Background: an optimization exercise with open tools, aiming at a short achievable clock period and few clock cycles. Do not read the settings as production practice.
The RTL was checked by simulation tests, not by an equivalence proof against the original design.
Power is estimated from default activity; no workload was simulated.

[flow/constraint.sdc]
create_clock -name core_clock -period 8.0 [get_ports {clk}]
set_input_delay 1.6000 -clock core_clock [delete_from_list [all_inputs] [get_ports {clk}]]
set_output_delay 1.6000 -clock core_clock [all_outputs]
set_load 0.01 [all_outputs]
[flow/flow/run.sh]
#!/bin/bash
# The standard layout, with one change: synthesis does not map the adder
# trees to the library's full/half-adder cells (ADDER_MAP_FILE empty), so abc
# maps them to faster XOR/majority gates. Registers are untouched by this.
set -euo pipefail
bash standard.sh ADDER_MAP_FILE= finish > flow_make.log 2>&1
[flow/design.v]
module ks_level #(parameter int W = 72, parameter int D = 1) (
  input  logic [W-1:0] g_i, p_i,
  output logic [W-1:0] g_o, p_o
);
  for (genvar i = 0; i < W; i++) begin : g_i_
    if (i >= D) begin : g_m
      assign g_o[i] = g_i[i] | (p_i[i] & g_i[i-D]);
      assign p_o[i] = p_i[i] & p_i[i-D];
    end else begin : g_c
      assign g_o[i] = g_i[i];
      assign p_o[i] = p_i[i];
    end
  end
endmodule
module ks_pre #(parameter int W = 72) (
  input  logic [W-1:0] a_i, b_i,
  output logic [W-1:0] g_o, p_o
);
  assign g_o = a_i & b_i;
  assign p_o = a_i ^ b_i;
endmodule
module ks_post #(parameter int W = 72) (
  input  logic [W-1:0] p_i, c_i,
  output logic [W-1:0] s_o
);
  assign s_o = p_i ^ {c_i[W-2:0], 1'b0};
endmodule
module cpa #(parameter int W = 72) (input logic [W-1:0] a_i, b_i, output logic [W:0] s_o);
  localparam int L = (W > 64) ? 7 : (W > 32) ? 6 : (W > 16) ? 5 : 4;   
  logic [W-1:0] g [0:L];
  logic [W-1:0] p [0:L];
  ks_pre #(.W(W)) u_pre (.a_i(a_i), .b_i(b_i), .g_o(g[0]), .p_o(p[0]));
  for (genvar l = 0; l < L; l++) begin : g_l
    ks_level #(.W(W), .D(1 << l)) u_l (.g_i(g[l]), .p_i(p[l]), .g_o(g[l+1]), .p_o(p[l+1]));
  end
  ks_post #(.W(W)) u_post (.p_i(p[0]), .c_i(g[L]), .s_o(s_o[W-1:0]));
  assign s_o[W] = g[L][W-1];
endmodule
module mul_acc_stream #(
  parameter int ACC_W = 72,
  parameter int CNT_W = 16
) (
  input  logic             clk,
  input  logic             rst,
  input  logic             clear,
  input  logic             in_valid,
  output logic             in_ready,
  input  logic [31:0]      in_a,
  input  logic [31:0]      in_b,
  input  logic             in_last,
  output logic             out_valid,
  input  logic             out_ready,
  output logic [ACC_W-1:0] out_acc,
  output logic [CNT_W-1:0] out_count,
  output logic             out_overflow
);
  localparam int R = 2;
  logic             live_q;    
  logic             full_q;    
  logic [CNT_W-1:0] cnt_q;     
  logic             ovf_q;     
  logic [R-1:0][ACC_W-1:0] rows_q;
  localparam int NP = (R == 2) ? 7 : 10;
  localparam int NA = NP + R;
  function automatic integer nrows(input integer n0, input integer nout, input integer lvl);
    integer n;
    integer l;
    begin
      n = n0;
      for (l = 0; l < lvl; l = l + 1) begin
        if (n > nout) n = 2 * (n / 3) + (n % 3);
      end
      nrows = n;
    end
  endfunction
  function automatic integer nlevels(input integer n0, input integer nout);
    integer n;
    integer l;
    begin
      n = n0;
      l = 0;
      while (n > nout) begin
        n = 2 * (n / 3) + (n % 3);
        l = l + 1;
      end
      nlevels = l;
    end
  endfunction
  localparam int LP = nlevels(32, NP);
  localparam int LA = nlevels(NA, R);
  logic take_s, accept_s, keep_s;
  assign take_s   = full_q && out_ready && !clear;
  assign in_ready = !full_q || out_ready;
  assign accept_s = in_valid && in_ready && !clear;
  assign keep_s   = live_q || (full_q && !out_ready);
  logic [63:0] pt [0:LP][0:31];
  for (genvar i = 0; i < 32; i++) begin : g_pp
    assign pt[0][i] = in_b[i] ? (64'(in_a) << i) : '0;
  end
  for (genvar lvl = 0; lvl < LP; lvl++) begin : g_pl
    localparam int N = nrows(32, NP, lvl);
    localparam int G = N / 3;
    for (genvar g = 0; g < G; g++) begin : g_fa
      logic [63:0] x, y, z, c;
      assign x = pt[lvl][3*g];
      assign y = pt[lvl][3*g+1];
      assign z = pt[lvl][3*g+2];
      assign c = (x & y) | (x & z) | (y & z);
      assign pt[lvl+1][2*g]   = x ^ y ^ z;
      assign pt[lvl+1][2*g+1] = {c[62:0], 1'b0};
    end
    for (genvar j = 3*G; j < N; j++) begin : g_pass
      assign pt[lvl+1][2*G+j-3*G] = pt[lvl][j];
    end
    for (genvar k = 2*G+N-3*G; k < 32; k++) begin : g_zero
      assign pt[lvl+1][k] = '0;
    end
  end
  logic [ACC_W-1:0] at [0:LA][0:NA-1];
  logic [NA-1:0]    adrop [0:LA];
  for (genvar r = 0; r < NP; r++) begin : g_ain
    assign at[0][r] = accept_s ? ACC_W'(pt[LP][r]) : '0;
  end
  for (genvar r = 0; r < R; r++) begin : g_aacc
    assign at[0][NP+r] = keep_s ? rows_q[r] : '0;
  end
  assign adrop[LA] = '0;
  for (genvar lvl = 0; lvl < LA; lvl++) begin : g_al
    localparam int N = nrows(NA, R, lvl);
    localparam int G = N / 3;
    for (genvar g = 0; g < G; g++) begin : g_fa
      logic [ACC_W-1:0] x, y, z, c;
      assign x = at[lvl][3*g];
      assign y = at[lvl][3*g+1];
      assign z = at[lvl][3*g+2];
      assign c = (x & y) | (x & z) | (y & z);
      assign at[lvl+1][2*g]   = x ^ y ^ z;
      assign at[lvl+1][2*g+1] = {c[ACC_W-2:0], 1'b0};
      assign adrop[lvl][g]    = c[ACC_W-1];
    end
    for (genvar j = 3*G; j < N; j++) begin : g_pass
      assign at[lvl+1][2*G+j-3*G] = at[lvl][j];
    end
    for (genvar k = 2*G+N-3*G; k < NA; k++) begin : g_zero
      assign at[lvl+1][k] = '0;
    end
    for (genvar k = G; k < NA; k++) begin : g_nodrop
      assign adrop[lvl][k] = 1'b0;
    end
  end
  logic [R-1:0][ACC_W-1:0] tree_out;
  logic                    tree_drop;
  for (genvar r = 0; r < R; r++) begin : g_tout
    assign tree_out[r] = at[LA][r];
  end
  always_comb begin
    tree_drop = 1'b0;
    for (int l = 0; l < LA; l++) tree_drop = tree_drop | (|adrop[l]);
  end
  always_ff @(posedge clk or posedge rst) begin
    if (rst) begin
      live_q <= 1'b0;
      full_q <= 1'b0;
      cnt_q  <= '0;
      ovf_q  <= 1'b0;
    end else if (clear) begin
      live_q <= 1'b0;
      full_q <= 1'b0;
      cnt_q  <= '0;
      ovf_q  <= 1'b0;
    end else begin
      ovf_q <= (keep_s && ovf_q) || tree_drop;
      if (accept_s) begin
        live_q <= !in_last;
        full_q <= in_last;
        cnt_q  <= !live_q ? CNT_W'(1) : (&cnt_q) ? cnt_q : cnt_q + CNT_W'(1);
      end else if (take_s) begin
        full_q <= 1'b0;
      end
    end
  end
  always_ff @(posedge clk) begin
    rows_q <= tree_out;
  end
  logic [1:0][ACC_W-1:0] fin;
  logic                  fin_drop;
  logic [ACC_W:0]        fin_sum;
  if (R == 3) begin : g_fin
    logic [ACC_W-1:0] fc;
    assign fc       = (rows_q[0] & rows_q[1]) | (rows_q[0] & rows_q[2]) | (rows_q[1] & rows_q[2]);
    assign fin[0]   = rows_q[0] ^ rows_q[1] ^ rows_q[2];
    assign fin[1]   = {fc[ACC_W-2:0], 1'b0};
    assign fin_drop = fc[ACC_W-1];
  end else begin : g_nofin
    assign fin      = rows_q;
    assign fin_drop = 1'b0;
  end
  cpa #(.W(ACC_W)) u_cpa (
    .a_i (fin[0]),
    .b_i (fin[1]),
    .s_o (fin_sum)
  );
  assign out_valid    = full_q;
  assign out_acc      = fin_sum[ACC_W-1:0];
  assign out_count    = cnt_q;
  assign out_overflow = ovf_q || fin_drop || fin_sum[ACC_W];
endmodule
[flow/standard.sh]
#!/bin/bash
# synth_recipe.tcl (not shown) runs the flow's synth.tcl, then flattens the netlist and writes it again
# the make line also repeats each setting of config.mk as NAME=value (left out here)
make -C /OpenROAD-flow-scripts/flow DESIGN_CONFIG=/design/flow/config.mk WORK_HOME=/design/flow/orfs CLKGATE_MAP_FILE= SYNTH_SCRIPT=/design/flow/synth_recipe.tcl "${@:-finish}"
[flow/config.mk]
export PLATFORM = sky130hd
export DESIGN_NAME = mul_acc_stream
export DESIGN_NICKNAME = mul_acc_stream
export VERILOG_FILES = /design/flow/design.v
export SDC_FILE = /design/flow/constraint.sdc
export NUM_CORES = 4
export LEC_CHECK = 0
export CAP_MARGIN = 20
export CORE_MARGIN = 2
export CORE_UTILIZATION = 50
export PLACE_DENSITY = 0.65
export SETUP_SLACK_MARGIN = 4
export SLEW_MARGIN = 20
export SYNTH_HIERARCHICAL = 1
==> impl_results.md, run 1 <==
* Layout area overhead at 35.6%
* Htree depth at 4
* First-pass GRT wire length at 309 mm
* Input/output buffers at 160
* DP HPWL at about 130 mm
* NumNets Final at 7158
* Worst path arrival time at 5.42 ns
* HP Class: reg2reg
* Initial DRC count at 4746
* Hold Buf Count CTS at 0
* CP required at 8.42 ns
* Die area at 116000 µm²
* Run status: no timing/DRC/antenna violations
* Starting Density at between 50 and 60%
* CTS tree: yes
* Final min period at around 5.0 ns
* DRC viols at 0
* Final worst-path cycle share at 62.5%
* Syn avg cell area at 8.77 µm²
* Setup violations, final at 0
* Final non-filler cell area at 76800 µm²
* Clock Sink Count at around 160
* Total grt overflow at 0
* Hold path startpoint: rows_q[64]
* Peak supply drop at between 200 and 250 µV
* Syn. warnings at 13
* Critical path class: in2reg
* Reg area at 3680 µm²
* CTS clk-pin slew, worst paths at 0.08 ns
* Hold Fails Final Rpt at 0
* Crit path max fanout at 16
* Vias in the first global route at 50192
* Dpl cells at between 7000 and 8000
* Routed wire length at 220 mm
* Total power at ~20 mW
* Multi-input combinational cell area at 56800 µm²
* Routability congestion estimate at 0.927
* TritonRoute pass-1 iters at 6
* Skew final at between 0.009 and 0.01 ns
* Total Routing Usage GR at 35.0%
* Core area at around 110000 µm²
* Worst r2r src: full_q
* Max-slew headroom at roughly two fifths
* Vias per std cell at 6.07
* Critical path cell sequence: buf_16 -> buf_12 -> nand2_4 -> maj3_2 -> xor3_1 -> xor3_1 -> buf_4 -> xor3_1 -> nand2_2 -> xnor2_2 -> xnor2_2 -> buf_4 -> xor2_2 -> xnor2_2 -> maj3_2 -> xnor2_2 -> xnor2_1
* Antenna-violating nets left at 0
* Slew Viols, Final at 0
* Routed wire per std cell at 25.6 µm
* Worst slew pin tran at 0.881 ns
* Share of cells above drive strength 1 at 41.4%
* Max Cap Viol at 0
* TNS Setup at 0 ns
* Mapped cell area at between 50000 and 60000 µm²
* # fillers at around 8100
* Initial antenna violation count at 6
* Delay-heaviest family, CP: XOR/XNOR gates
* Critical Path Most Common Cell: xnor2_2
* Post-Syn Instances at 6460
* Area after DPL at 58300 µm²
* # rows at 123
* Die Width at 341 µm
* Static Leak at 38.1 nW
* CP max stage cell: xor3_1
* Io pins at 161
* Critical Path Start: in_b[20]
* Post-layout util at slightly below 70%
* Total vias in the final route at between 50000 and 60000
* Critical path buffer and inverter count at 4
* Die Ht at approximately 340 µm
* Num CTS Buffers at 17
* RSZ-0062 raised after global routing: true
* CP Capture Type: flip-flop
* Fmax at 200 MHz
* Max incr delay on CP at 0.44 ns
* Power Dens Cells at 264 nW/µm²
* Root Driver: clkbuf_16
* Non-filler instance count after layout at 8607
* Largest net degree at the start of global routing at 47
* Worst skew pair latency at 0.51 ns
* CP startpoint kind: input port
* CTS Buffer Depth at 2
worst min-delay path, cell delays in order, from the launching register on:
cell and delay, ns:
dfxtp_2 0.37, nand3_1 0.08, nor3_1 0.04
cell usage in the layout, fill, tap and decap left out, types with 49 or more instances in the layout:
| master | instances |
|---|---|
| nand2_1 | 994 |
| buf_4 | 603 |
| maj3_2 | 540 |
| xnor2_1 | 418 |
| a21o_1 | 385 |
| xor3_1 | 336 |
| maj3_1 | 302 |
| and2_1 | 296 |
| xnor2_2 | 272 |
| nor2_1 | 241 |
| xor2_1 | 195 |
| xnor3_1 | 191 |
| nand2_2 | 149 |
| buf_6 | 110 |
| buf_16 | 108 |
| buf_12 | 108 |
| xor2_2 | 99 |
| inv_1 | 96 |
| nand2_4 | 92 |
| dfxtp_4 | 80 |
| a21oi_1 | 78 |
| nand4_1 | 74 |
| xor2_4 | 70 |
| and2_2 | 70 |
| and2_4 | 67 |
| o21ai_0 | 63 |
| o21ai_1 | 58 |
| xor3_2 | 58 |
| a22oi_1 | 57 |
| dfxtp_2 | 49 |
repair_timing:
| action | 4_1_cts | 5_1_grt |
|---|---|---|
| endpoints found under the setup margin | 194 | 177 |
| cloned | 91 | 13 |
| buffers inserted | 466 | 283 |
| pin swaps | 836 | 633 |
| gates resized for setup | 1792 | 676 |
final cells by class:
class / instances / area share [%]
clock buffer: 17 / 0.554
timing repair buffer: 1083 / 17.4
clock inverter: 15 / 0.223
tap: 1500 / 2.44
inverter: 104 / 0.518
antenna: 6 / 0.0196
sequential: 161 / 4.79
multi-input combinational: 5721 / 74.0
per-layer routing:
layer,wire length (µm),track usage (%)
met1,80400,42.0
met4,18100,20.7
met5,29,0
met3,20900,7.19
met2,101000,57.9
path summary, 6_finish.rpt:
kind / to / slack [ns] / depth (start not counted)
max: rows_q[30] / 3.00 / 17
min: rows_q[139] / 0.53 / 2
max reg2reg: rows_q[117] / 4.69 / 12
min reg2reg: rows_q[139] / 0.53 / 2
max in group asynchronous: ovf_q / 5.94 / 2
min in group asynchronous: cnt_q[11] / 1.54 / 2
flip-flops by register name, indices dropped and copies added, names as in the netlist:
name    count
live_q      1
rows_q    142
cnt_q      16
full_q      1
ovf_q       1
power breakdown:
| group | switching [mW] | internal (mW) |
|---|---|---|
| combinational | 8.32 | 9.46 |
| clock | 0.423 | 0.468 |
| sequential | 0.476 | 1.13 |
stage by stage:
stage	setup WS [ns]	hold WS (ns)
after detailed placement	1.42	0.535
after global placement	1.49	0.514
after floorplan	2.89	0.488
after global routing	2.92	0.546
final	3.00	0.528
after CTS	3.08	0.525
Testbench counts, summed over its fixed seeds: cycles 3,215.
==> inputs of run 2 (changes only) <==
--- a/flow/design.v
+++ b/flow/design.v
@@ -1,12 +1,26 @@
-module ks_level #(parameter int W = 72, parameter int D = 1) (
+module ks_level_tn #(parameter int W = 72, parameter int D = 1) (
   input  logic [W-1:0] g_i, p_i,
+  output logic [W-1:0] gn_o, pn_o
+);
+  for (genvar i = 0; i < W; i++) begin : g_b
+    if (i >= D) begin : g_m
+      assign gn_o[i] = !(g_i[i] | (p_i[i] & g_i[i-D]));
+      assign pn_o[i] = !(p_i[i] & p_i[i-D]);
+    end else begin : g_c
+      assign gn_o[i] = !g_i[i];
+      assign pn_o[i] = !p_i[i];
+    end
+  end
+endmodule
+module ks_level_nt #(parameter int W = 72, parameter int D = 1) (
+  input  logic [W-1:0] gn_i, pn_i,
   output logic [W-1:0] g_o, p_o
 );
-  for (genvar i = 0; i < W; i++) begin : g_i_
+  for (genvar i = 0; i < W; i++) begin : g_b
     if (i >= D) begin : g_m
-      assign g_o[i] = g_i[i] | (p_i[i] & g_i[i-D]);
-      assign p_o[i] = p_i[i] & p_i[i-D];
+      assign g_o[i] = !(gn_i[i] & (pn_i[i] | gn_i[i-D]));
+      assign p_o[i] = !(pn_i[i] | pn_i[i-D]);
     end else begin : g_c
-      assign g_o[i] = g_i[i];
-      assign p_o[i] = p_i[i];
+      assign g_o[i] = !gn_i[i];
+      assign p_o[i] = !pn_i[i];
     end
@@ -21,3 +35,3 @@
 endmodule
-module ks_post #(parameter int W = 72) (
+module ks_post #(parameter int W = 72, parameter bit CN = 1'b0) (
   input  logic [W-1:0] p_i, c_i,
@@ -25,3 +39,5 @@
 );
-  assign s_o = p_i ^ {c_i[W-2:0], 1'b0};
+  logic [W-1:0] c;
+  assign c   = CN ? ~c_i : c_i;
+  assign s_o = p_i ^ {c[W-2:0], 1'b0};
 endmodule
@@ -33,6 +49,10 @@
   for (genvar l = 0; l < L; l++) begin : g_l
-    ks_level #(.W(W), .D(1 << l)) u_l (.g_i(g[l]), .p_i(p[l]), .g_o(g[l+1]), .p_o(p[l+1]));
-  end
-  ks_post #(.W(W)) u_post (.p_i(p[0]), .c_i(g[L]), .s_o(s_o[W-1:0]));
-  assign s_o[W] = g[L][W-1];
+    if (l % 2 == 0) begin : g_tn
+      ks_level_tn #(.W(W), .D(1 << l)) u_l (.g_i(g[l]), .p_i(p[l]), .gn_o(g[l+1]), .pn_o(p[l+1]));
+    end else begin : g_nt
+      ks_level_nt #(.W(W), .D(1 << l)) u_l (.gn_i(g[l]), .pn_i(p[l]), .g_o(g[l+1]), .p_o(p[l+1]));
+    end
+  end
+  ks_post #(.W(W), .CN(L % 2 == 1)) u_post (.p_i(p[0]), .c_i(g[L]), .s_o(s_o[W-1:0]));
+  assign s_o[W] = (L % 2 == 1) ? !g[L][W-1] : g[L][W-1];
 endmodule
@@ -56,3 +76,3 @@
 );
-  localparam int R = 2;
+  localparam int R = 3;
   logic             live_q;    
==> impl_results.md, run 2 <==
* Run status: no timing/DRC/antenna violations
* HP Class: reg2reg
* Antenna-violating nets left at 0
* Setup violations, final at 0
* Skew final at approximately 0.03 ns
* CP max stage cell: xnor3_1
* Power Dens Cells at approximately 240 nW/µm²
* CP startpoint kind: input port
* Largest net degree at the start of global routing at 92
* Core area at 112000 µm²
* Sequential Power Share at 8.7%
* End of the critical path: rows_q[100]
* TNS Setup at 0 ns
* Clock Sink Count at ~220
* Syn. warnings at 13
* Static Leak at 38.8 nW
* Critical path class: in2reg
* Syn avg cell area at 8.11 µm²
* Non-filler instance count after layout at 9572
* CTS clk-pin slew, worst paths at 0.07 ns
* Int Pwr at about 11 mW
* Max incr delay on CP at 0.72 ns
* Fmax at 197 MHz
* NumNets Final at 8115
* Initial DRC count at 7847
* Multi-input combinational cell area at 61300 µm²
* Die Width at 341 µm
* Worst skew pair latency at 0.61 ns
* Hold slack at 0.542 ns
* Reg2Reg Depth at 13
* Max-slew headroom at 33.8%
* Post-Syn Instances at approximately 7000
* Worst r2r src: full_q
* Critical Path Start: in_a[3]
* Final Worst Setup Slack at roughly 3 ns
* Worst reg-to-reg setup slack at 4.56 ns
* Max Cap Viol at 0
* Worst slack, placed at ~1.8 ns
* Grt met3 use at 10.9%
* Num CTS Buffers at 28
* Clk network pwr share at ~6.5%
* Routed wire per std cell at between 20 and 30 µm
* Largest regs: rows_q: 203 flops, cnt_q: 16 flops
* Reg area at 4720 µm²
* Worst slew pin tran at roughly 0.99 ns
* Root Driver: clkbuf_16
* Total power at around 21 mW
* Most frequent cells in the layout: 1123 x nand2_1, 788 x buf_4, 614 x maj3_2
* Critical path cell sequence: buf_12 -> buf_16 -> buf_12 -> nand2_4 -> xnor3_1 -> xnor3_1 -> buf_4 -> maj3_2 -> nor2_2 -> mux2i_1 -> xor2_1 -> xnor2_2 -> xnor2_2 -> maj3_2 -> maj3_2
* Final non-filler cell area at 87000 µm²
* CTS tree: yes
* Total Routing Usage GR at 39.0%
* Die Ht at 341 µm
* # fillers at 6387
* Layout area overhead at 53.3%
* Worst path arrival time at about 5.6 ns
* Commonest non-fill, non-tap cell in the layout: nand2_1
* Area after DPL at 59900 µm²
* Slew Viols, Final at 0
* Initial antenna violation count at 17
* Starting Density at about half
* GR Util met1 at just under 50%
* Largest reg by FF count: rows_q
* Routability congestion estimate at 0.955
* Total vias in the final route at 62273
* # rows at 123
* DRC viols at 0
* GR Layer Usage met2 at 60.3%
* Io pins at 161
* CP required at between 8 and 9 ns
* Dpl cells at 8350
* Final worst-path cycle share at between 60% and 70%
* CP Capture Type: flip-flop
* Input/output buffers at 160
* Peak supply drop at 237 µV
* Die area at 116000 µm²
* Crit path max fanout at 5
* Max FFs per register at between 200 and 250
* NetSw at between 10 and 15 mW
* Vias per std cell at ~6.5
* CTS Buffer Depth at 3
* Logic gate share of total power at 84.8%
* Hold Fails Final Rpt at 0
* Routed wire length at ~270 mm
* Vias in the first global route at ~56000
* Critical Path Most Common Cell: maj3_2
* Share of cells above drive strength 1 at 50.6%
* DP HPWL at 134 mm
* Gr busiest metal: met2
* TritonRoute pass-1 iters at 8
* Post-layout util at about 77%
* Mapped cell area at between 50000 and 60000 µm²
* Worst r2r dst: rows_q[27]
* Switching Fraction at a little under half
* Total grt overflow at 0
* RSZ-0062 raised after global routing: true
* First-pass GRT wire length at 347 mm
* Final min period at 5.08 ns
* Htree depth at 1
[run 2: worst min-delay path by stage]
stage	startpoint	endpoint	slack, ns	cells after the start
2_1_floorplan	rows_q[0]	rows_q[73]	0.48	2
3_3_place_gp	rows_q[2]	rows_q[149]	0.53	2
3_5_place_dp	rows_q[2]	rows_q[149]	0.54	2
4_1_cts	rows_q[0]	rows_q[73]	0.58	2
5_1_grt	rows_q[2]	rows_q[149]	0.55	2
6_report	rows_q[2]	rows_q[149]	0.54	2
[run 2: power groups by stage]
stage	logic, mW	clock network, mW	registers [mW]
final	17.8	1.36	1.83
after floorplan	8.38	0	1.53
after detailed placement	10.6	0	1.66
after global routing	18.3	1.40	1.85
after global placement	10.5	0	1.64
after CTS	14.7	1.33	1.74
[run 2: layer usage]
metal	up-vias	part of all wire (%)
met2	4932	43
met4	24	8.9
met3	1738	14
li1	25682	-
met1	29897	34
met5	-	0.057
[run 2: area by class of cell]
| cell class | instances | share of cell area, % |
|---|---|---|
| multi-input combinational | 6117 | 70.5 |
| timing repair buffer | 1395 | 19.6 |
| sequential | 222 | 5.43 |
| tap | 1500 | 2.16 |
| inverter | 281 | 1.26 |
| clock buffer | 42 | 0.948 |
| clock inverter | 7 | 0.114 |
| antenna | 8 | 0.0230 |
[run 2: critical path: cells and delay by family]
kind	cells	cell delay [ns]
multiplexers	1	0.10
XOR/XNOR	5	2.05
AND/OR/NAND/NOR	2	0.19
buffers and inverters	4	0.56
adder cells (fa/ha/maj)	3	1.05
[run 2: what timing repair did]
item | CTS | global route
buffers inserted | 721 | 319
resized for setup | 2571 | 978
cloned | 111 | 14
hold buffers | 0 | 0
endpoints found under the setup margin | 237 | 218
pin swaps | 1113 | 805
Testbench counts of run 2, summed over its fixed seeds: cycles 3,215.
==> inputs of run 3 (changes only) <==
--- a/flow/design.v
+++ b/flow/design.v
@@ -48,2 +48,34 @@
   ks_pre #(.W(W)) u_pre (.a_i(a_i), .b_i(b_i), .g_o(g[0]), .p_o(p[0]));
+  for (genvar l = 0; l < L; l++) begin : g_l
+    if (l % 2 == 0) begin : g_tn
+      ks_level_tn #(.W(W), .D(1 << l)) u_l (.g_i(g[l]), .p_i(p[l]), .gn_o(g[l+1]), .pn_o(p[l+1]));
+    end else begin : g_nt
+      ks_level_nt #(.W(W), .D(1 << l)) u_l (.gn_i(g[l]), .pn_i(p[l]), .g_o(g[l+1]), .p_o(p[l+1]));
+    end
+  end
+  ks_post #(.W(W), .CN(L % 2 == 1)) u_post (.p_i(p[0]), .c_i(g[L]), .s_o(s_o[W-1:0]));
+  assign s_o[W] = (L % 2 == 1) ? !g[L][W-1] : g[L][W-1];
+endmodule
+module ks_pre3 #(parameter int W = 72) (
+  input  logic [W-1:0] x_i, y_i, z_i,
+  output logic [W-1:0] g_o, p_o,
+  output logic         drop_o
+);
+  logic [W-1:0] s, c, cs;
+  assign s      = x_i ^ y_i ^ z_i;
+  assign c      = (x_i & y_i) | (x_i & z_i) | (y_i & z_i);
+  assign cs     = {c[W-2:0], 1'b0};
+  assign drop_o = c[W-1];
+  assign g_o    = s & cs;
+  assign p_o    = s ^ cs;
+endmodule
+module cpa3 #(parameter int W = 72) (
+  input  logic [W-1:0] x_i, y_i, z_i,
+  output logic [W:0]   s_o,
+  output logic         drop_o
+);
+  localparam int L = (W > 64) ? 7 : (W > 32) ? 6 : (W > 16) ? 5 : 4;   
+  logic [W-1:0] g [0:L];
+  logic [W-1:0] p [0:L];
+  ks_pre3 #(.W(W)) u_pre (.x_i(x_i), .y_i(y_i), .z_i(z_i), .g_o(g[0]), .p_o(p[0]), .drop_o(drop_o));
   for (genvar l = 0; l < L; l++) begin : g_l
@@ -204,3 +236,2 @@
   end
-  logic [1:0][ACC_W-1:0] fin;
   logic                  fin_drop;
@@ -208,16 +239,17 @@
   if (R == 3) begin : g_fin
-    logic [ACC_W-1:0] fc;
-    assign fc       = (rows_q[0] & rows_q[1]) | (rows_q[0] & rows_q[2]) | (rows_q[1] & rows_q[2]);
-    assign fin[0]   = rows_q[0] ^ rows_q[1] ^ rows_q[2];
-    assign fin[1]   = {fc[ACC_W-2:0], 1'b0};
-    assign fin_drop = fc[ACC_W-1];
-  end else begin : g_nofin
-    assign fin      = rows_q;
+    cpa3 #(.W(ACC_W)) u_cpa (
+      .x_i    (rows_q[0]),
+      .y_i    (rows_q[1]),
+      .z_i    (rows_q[2]),
+      .s_o    (fin_sum),
+      .drop_o (fin_drop)
+    );
+  end else begin : g_fin2
     assign fin_drop = 1'b0;
-  end
-  cpa #(.W(ACC_W)) u_cpa (
-    .a_i (fin[0]),
-    .b_i (fin[1]),
-    .s_o (fin_sum)
-  );
+    cpa #(.W(ACC_W)) u_cpa (
+      .a_i (rows_q[0]),
+      .b_i (rows_q[1]),
+      .s_o (fin_sum)
+    );
+  end
   assign out_valid    = full_q;
==> impl_results.md, run 3 <==
* CP max stage cell: xnor3_2
* Layout area overhead at 51.5%
* CTS Buffer Depth at 3
* Total Routing Usage GR at 38.3%
* Hold Buf Count CTS at 0
* Die Width at 342 µm
* Fmax at 198 MHz
* Worst skew pair latency at 0.62 ns
* Worst path arrival time at ~3.4 ns
* TritonRoute pass-1 iters at 8
* Critical path class: reg2out
* Antenna-violating nets left at 0
* Most frequent cells in the layout: 1119 x nand2_1, 700 x buf_4, 585 x maj3_2
* Hold Crit Depth at 2
* Die Ht at 342 µm
* Crit path max fanout at 3
* RSZ-0062 raised after global routing: true
* Peak supply drop at ~190 µV
* Input/output buffers at 160
* Largest regs: rows_q: 203 flops, cnt_q: 16 flops
* TNS Setup at 0 ns
* Initial antenna violation count at 16
* Largest reg by FF count: rows_q
* Final min period at 5.04 ns
* Routed wire length at 262 mm
* Core area at 113000 µm²
* First-pass GRT wire length at around 340 mm
* DR WL met2 at 113 mm
* Clock Sink Count at 222
* CP startpoint kind: flip-flop
* Starting Density at 50.6%
* Wl on met1 at 91.8 mm
* Final worst-path cycle share at 63.0%
* Setup violations, final at 0
* Skew final at 0.0222 ns
* Non-filler instance count after layout at between 9000 and 10000
* Delay-heaviest family, CP: XOR/XNOR gates
* Crit path depth at 12
* Max Cap Viol at 0
* Io pins at 161
* Total grt overflow at 0
* Met3 routed WL at 32.9 mm
* Die area at roughly 120000 µm²
* Initial DRC count at 6190
* Num CTS Buffers at 30
* Commonest non-fill, non-tap cell in the layout: nand2_1
* CP required at 6.40 ns
* CTS clk-pin slew, worst paths at 0.06 ns
* Routed wire per std cell at 27.6 µm
* Syn avg cell area at 8.21 µm²
* Vias per std cell at 6.33
* Largest net degree at the start of global routing at 50
* CTS tree: yes
* Slew Viols, Final at 0
* NumNets Final at between 8000 and 9000
* Worst slew pin tran at between 0.9 and 1 ns
* DRC viols at 0
* # rows at 123
* Vias in the first global route at about 55000
* Reg2Reg Depth at 11
* Critical path cell sequence: xnor3_2 -> xnor2_4 -> buf_6 -> nand2_8 -> nor2_4 -> nand2_4 -> o21ai_4 -> a21oi_2 -> o21ai_2 -> inv_1 -> xnor2_2 -> clkdlybuf4s15_2
* Critical path buffer and inverter count at 3
* Max FFs per register at 203
* DP HPWL at between 100 and 150 mm
* Max-slew headroom at 39.1%
* Total vias in the final route at 60029
* Top Layer Used: met5
* Dpl cells at 8354
* Syn. warnings at 13
* Run status: no timing/DRC/antenna violations
* Power Dens Cells at 243 nW/µm²
* Max incr delay on CP at 0.48 ns
* Share of cells above drive strength 1 at 49.4%
* Post-Syn Instances at 6957
* Hold Fails Final Rpt at 0
* Mapped cell area at about 57000 µm²
* Htree depth at 1
* Routability congestion estimate at just under 1
* Static Leak at 38.0 nW
* HP Class: reg2reg
* CP Capture Type: output port
* Root Driver: clkbuf_16
run 3: final timing paths:
| check | from | end | slack [ns] |
|---|---|---|---|
| max in group asynchronous | rst | cnt_q[14] | 5.93 |
| min reg2reg | rows_q[68] | rows_q[214] | 0.51 |
| max | rows_q[161] | out_acc[57] | 2.96 |
| min | rows_q[68] | rows_q[214] | 0.51 |
| max reg2reg | full_q | rows_q[106] | 4.54 |
| min in group asynchronous | rst | ovf_q | 1.50 |
run 3: layer usage:
layer  vias up  track usage (%)
met4        10             20.1
met2      4069             60.8
li1      25532                -
met3      1451             9.26
met1     28967             48.1
met5         -                0
run 3: layout make-up:
type                            instances  area [µm²]
Sequential cell                       222        4830
Timing Repair Buffer                 1292       15900
Tap cell                             1500        1880
Fill cell                            6835       26300
Multi-Input combinational cell       6155       61900
Clock inverter                         20         255
Antenna cell                           13        32.5
Clock buffer                           36         845
Inverter                              242         925
run 3: through the flow:
stage | cell area (µm²) | hold WS (ns) | util [%] | worst slack, ns | total power [mW]
finish | 86500 | 0.508 | 76.7 | 2.96 | 21.0
global route | 86500 | 0.550 | 76.7 | 2.93 | 21.6
CTS | 79300 | 0.514 | 70.3 | 3.04 | 18.1
detailed placement | 60800 | 0.519 | 53.9 | 1.79 | 12.7
global placement | 60800 | 0.513 | 53.9 | 1.84 | 12.6
floorplan | 60300 | 0.489 | - | 3.28 | 10.2
run 3: repair_timing:
action                     4_1_cts  5_1_grt
gates cloned                    97       12
gates resized for setup       2510     1027
pin swaps                     1025      805
setup buffers                  647      301
setup endpoints to repair      234      203
run 3: worst register-to-register path: cells and delay by family, from the launching register on:
| family | cells | cell delay (ns) |
|---|---|---|
| xor gates and xnor gates | 2 | 0.42 |
| buffers and inverters | 1 | 0.20 |
| and+or+nand+nor | 3 | 0.73 |
| adders and majority gates | 2 | 0.63 |
| AOI/OAI and AO/OA | 3 | 0.94 |
| DFF | 1 | 0.41 |
run 3: report_power, final:
group | switching [mW] | internal, mW
combinational | 8.77 | 8.88
clock | 0.618 | 0.914
sequential | 0.405 | 1.40
total | 9.79 | 11.2
Testbench counts of run 3, summed over its fixed seeds: cycles 3,215.

[what the ideal ports hide]
No port has a modelled driver above. Below, the same layouts with a new extraction and two added sets of constraints.
Step 1 sets driving cells, clkbuf_16 on the clock port and buf_2 on the other inputs (assumed; they add their load-dependent delay and slew).
Step 2 moves the port delays by t, midway between the first and last clock arrival at a register: inputs arrive t later, outputs are due t later. That takes back most of the time a late clock gives input paths.
a / b / c = ideal / step 1 / step 2; a / b = the first two.
run | shift t [ns] | setup slack, ns | worst data-port slew with drivers (ns) | cell pins on the clock port's net
run 1 | 0.576 | 3.003 / 2.789 / 2.213 | 0.38 | 1
run 2 | 0.670 | 2.925 / 2.818 / 2.148 | 0.49 | 1
run 3 | 0.673 | 2.961 / 2.832 / 2.158 | 0.49 | 1
After both steps setup and hold are still met in every run listed. The setup slack of run 3, which loses most, moves by -0.129 ns with the drivers and by -0.803 ns with both steps.
